This is an optimization exercise on Yosys and OpenROAD, whose aim is small area, not a production implementation.
In this exercise RTL edits were held to simulation tests only and were not proved equivalent to the original.

==> job 4479: inputs <==
==> flow/design.v <==
module data_mem_sweep #(
  parameter int DW    = 8,
  parameter int AW    = 8,
  parameter int DEPTH = 1 << AW,
  parameter int CW    = 16
) (
  input  logic          Clk,
  input  logic          Reset,
  input  logic          WriteEn,
  input  logic          ClearReq,
  input  logic [AW-1:0] DataAddress,
  input  logic [DW-1:0] DataIn,
  output logic [DW-1:0] DataOut,
  output logic          Busy,
  output logic          WrErr,
  output logic [CW-1:0] WrCount
);
  logic [7:0] ptr;
  logic wr_ok;
  assign wr_ok = !Busy && WriteEn && !ClearReq;
  logic arr_we;
  assign arr_we = !Reset && (Busy || wr_ok);
  logic [7:0] a;
  assign a = Busy ? ptr : DataAddress;
  logic [DW-1:0] dcol;
  assign dcol = (!Reset && wr_ok) ? DataIn : '0;
  logic [15:0] rhi, rlo, rlo_we;
  always_comb begin
    for (int i = 0; i < 16; i++) begin
      rhi[i]    = (a[7:4] == 4'(i));
      rlo[i]    = (a[3:0] == 4'(i));
      rlo_we[i] = rlo[i] && arr_we;
    end
  end
  logic [255:0]      sel;
  logic [DW*256-1:0] rd_q;
  for (genvar w = 0; w < 256; w++) begin : g_word
    logic hold;
    assign sel[w] = rhi[w/16] && rlo[w%16];
    assign hold   = !(rhi[w/16] && rlo_we[w%16]);
    data_mem_sweep_word #(.DW(DW)) u_word (
      .Clk(Clk), .sel(sel[w]), .hold(hold), .d(dcol), .q(rd_q[DW*w +: DW])
    );
  end
  logic [DW-1:0] grp [21];
  logic [DW-1:0] tail_n;
  for (genvar g = 0; g < 21; g++) begin : g_rd
    data_mem_sweep_rd12 #(.DW(DW)) u_rd (
      .q(rd_q[DW*12*g +: DW*12]), .sel(sel[12*g +: 12]), .y(grp[g])
    );
  end
  data_mem_sweep_rd3 #(.DW(DW)) u_rd_tail (
    .q(rd_q[DW*252 +: DW*3]), .sel(sel[252 +: 3]), .y_n(tail_n)
  );
  always_comb begin
    DataOut = ~tail_n | (rd_q[DW*255 +: DW] & {DW{sel[255]}});
    for (int g = 0; g < 21; g++) DataOut = DataOut | grp[g];
    DataOut = DataOut & {DW{!Busy}};
  end
  always_ff @(posedge Clk) begin
    if (Reset) begin
      ptr     <= '0;
      Busy    <= 1'b1;
      WrErr   <= 1'b0;
      WrCount <= '0;
    end else begin
      WrErr <= WriteEn && !wr_ok;
      if (Busy) begin
        ptr <= ptr + 8'd1;
        if (ptr == 8'hFF) Busy <= 1'b0;
      end else if (ClearReq) begin
        Busy <= 1'b1;
      end
      if (wr_ok && (WrCount != 16'hFFFF)) WrCount <= WrCount + 16'd1;
    end
  end
endmodule
module data_mem_sweep_word #(
  parameter int DW = 8
) (
  input  logic          Clk,
  input  logic          sel,
  input  logic          hold,
  input  logic [DW-1:0] d,
  output logic [DW-1:0] q
);
  always_ff @(posedge Clk) begin
    q <= ({DW{sel}} & d) | ({DW{hold}} & q);
  end
endmodule
module data_mem_sweep_rd3 #(
  parameter int DW = 8
) (
  input  logic [DW*3-1:0] q,
  input  logic [2:0]      sel,
  output logic [DW-1:0]   y_n
);
  always_comb begin
    y_n = '0;
    for (int i = 0; i < 3; i++) y_n = y_n | (q[DW*i +: DW] & {DW{sel[i]}});
    y_n = ~y_n;
  end
endmodule
module data_mem_sweep_rd12 #(
  parameter int DW = 8
) (
  input  logic [DW*12-1:0] q,
  input  logic [11:0]      sel,
  output logic [DW-1:0]    y
);
  logic [DW-1:0] t_n [4];
  for (genvar k = 0; k < 4; k++) begin : g_rd3
    data_mem_sweep_rd3 #(.DW(DW)) u_rd3 (
      .q(q[DW*3*k +: DW*3]), .sel(sel[3*k +: 3]), .y_n(t_n[k])
    );
  end
  assign y = ~(t_n[0] & t_n[1] & t_n[2] & t_n[3]);
endmodule
==> flow/flow/run.sh <==
#!/bin/bash
set -euo pipefail
export BUFFER_PORTS_ARGS="-buffer_cell sky130_fd_sc_hd__buf_1"
export CTS_ARGS="-sink_clustering_enable -repair_clock_nets -sink_clustering_size 16 -sink_clustering_max_diameter 80 -buf_list sky130_fd_sc_hd__clkbuf_8 -dont_use_dummy_load"
bash standard.sh finish > flow_make.log 2>&1
==> flow/standard.sh <==
#!/bin/bash
# synth_recipe.tcl (not shown) runs the flow's synth.tcl, then flattens the netlist and writes it again
# the make line also repeats each setting of config.mk as NAME=value (left out here)
make -C /OpenROAD-flow-scripts/flow DESIGN_CONFIG=/design/flow/config.mk WORK_HOME=/design/flow/orfs CLKGATE_MAP_FILE= SYNTH_SCRIPT=/design/flow/synth_recipe.tcl "${@:-finish}"
==> flow/config.mk <==
export PLATFORM = sky130hd
export DESIGN_NAME = data_mem_sweep
export DESIGN_NICKNAME = data_mem_sweep
export VERILOG_FILES = /design/flow/design.v
export SDC_FILE = /design/flow/constraint.sdc
export NUM_CORES = 4
export LEC_CHECK = 0
export CAP_MARGIN = 10
export CELL_PAD_IN_SITES_DETAIL_PLACEMENT = 1
export CELL_PAD_IN_SITES_GLOBAL_PLACEMENT = 1
export CORE_MARGIN = 2
export CORE_UTILIZATION = 45
export PLACE_DENSITY = 0.9
export SLEW_MARGIN = 10
export SYNTH_HIERARCHICAL = 1
==> flow/constraint.sdc <==
create_clock -name core_clock -period 10.0 [get_ports {Clk}]
set_input_delay 2.0000 -clock core_clock [delete_from_list [all_inputs] [get_ports {Clk}]]
set_output_delay 2.0000 -clock core_clock [all_outputs]
set_load 0.01 [all_outputs]
==> inputs of job 5283, as changes to job 4479 <==
==> flow/run.sh (new file) <==
#!/bin/bash
# synth_recipe.tcl (not shown) runs the flow's synth.tcl, then flattens the netlist and writes it again
# the make line also repeats each setting of config.mk as NAME=value (left out here)
make -C /OpenROAD-flow-scripts/flow DESIGN_CONFIG=/design/flow/config.mk WORK_HOME=/design/flow/orfs CLKGATE_MAP_FILE= SYNTH_SCRIPT=/design/flow/synth_recipe.tcl finish
CAP_MARGIN = 20   (was 10)
CTS_BUF_LIST = sky130_fd_sc_hd__clkbuf_8   (was not set)
CTS_CLUSTER_DIAMETER = 80   (was not set)
CTS_CLUSTER_SIZE = 16   (was not set)
PLACE_DENSITY = not set   (was 0.9)
SLEW_MARGIN = 20   (was 10)
removed: flow/flow/run.sh
removed: flow/standard.sh
==> inputs of job 8254, as changes to job 4479 <==
PLACE_DENSITY = not set   (was 0.9)
==> comparison <==
In job 5283 the global-route usage is higher than in job 8254, by 0.29 points.
Sequential cell count is the same in job 8254 and job 5283.
Via count, lowest first: job 8254, job 5283, job 4479.
The lowest critical path depth belongs to job 4479, the highest to job 5283.
In job 5283 the sequential share of layout area is lower than in job 4479, by 1.3 points.
Job 5283 finished but fails on negative setup slack. Job 8254 completed with no timing, DRC or antenna violations. Job 4479 finished with timing, DRC and antenna clean.
Worst hold slack: job 5283 > job 8254 > job 4479.
Of job 4479 and job 5283, job 5283 has the higher utilization (gap 1.1 points).
Between job 8254 and job 5283, the lower clock skew is in job 8254 (gap 7.6 ps).
In synthesized cell count, job 5283 and job 8254 do not differ.
The lowest setup slack belongs to job 5283, the highest to job 8254.

==> re-timing with driven ports <==
The results above use ideal ports. As a check the final layouts listed here were re-extracted and re-timed, cells and wires unchanged.
Step 1 assumes that a clkbuf_16 drives the clock port and a buf_2 every other input.
Step 2 times the ports against the registers' clock, not the clock port: input delays grow and output delays shrink by t, the midpoint of the rising clock arrivals with the driver on.
Three values: no drivers, after step 1, after step 2; two values: the first two.
| run | t, ns | setup slack, ns | pins driven straight from the clock port |
|---|---|---|---|
| job 4479 | 0.989 | 0.201 / 0.178 / 0.178 | 1 |
| job 5283 | 1.038 | -0.042 / -0.067 / -0.067 | 1 |
| job 8254 | 1.044 | 0.953 / 0.928 / 0.928 | 1 |
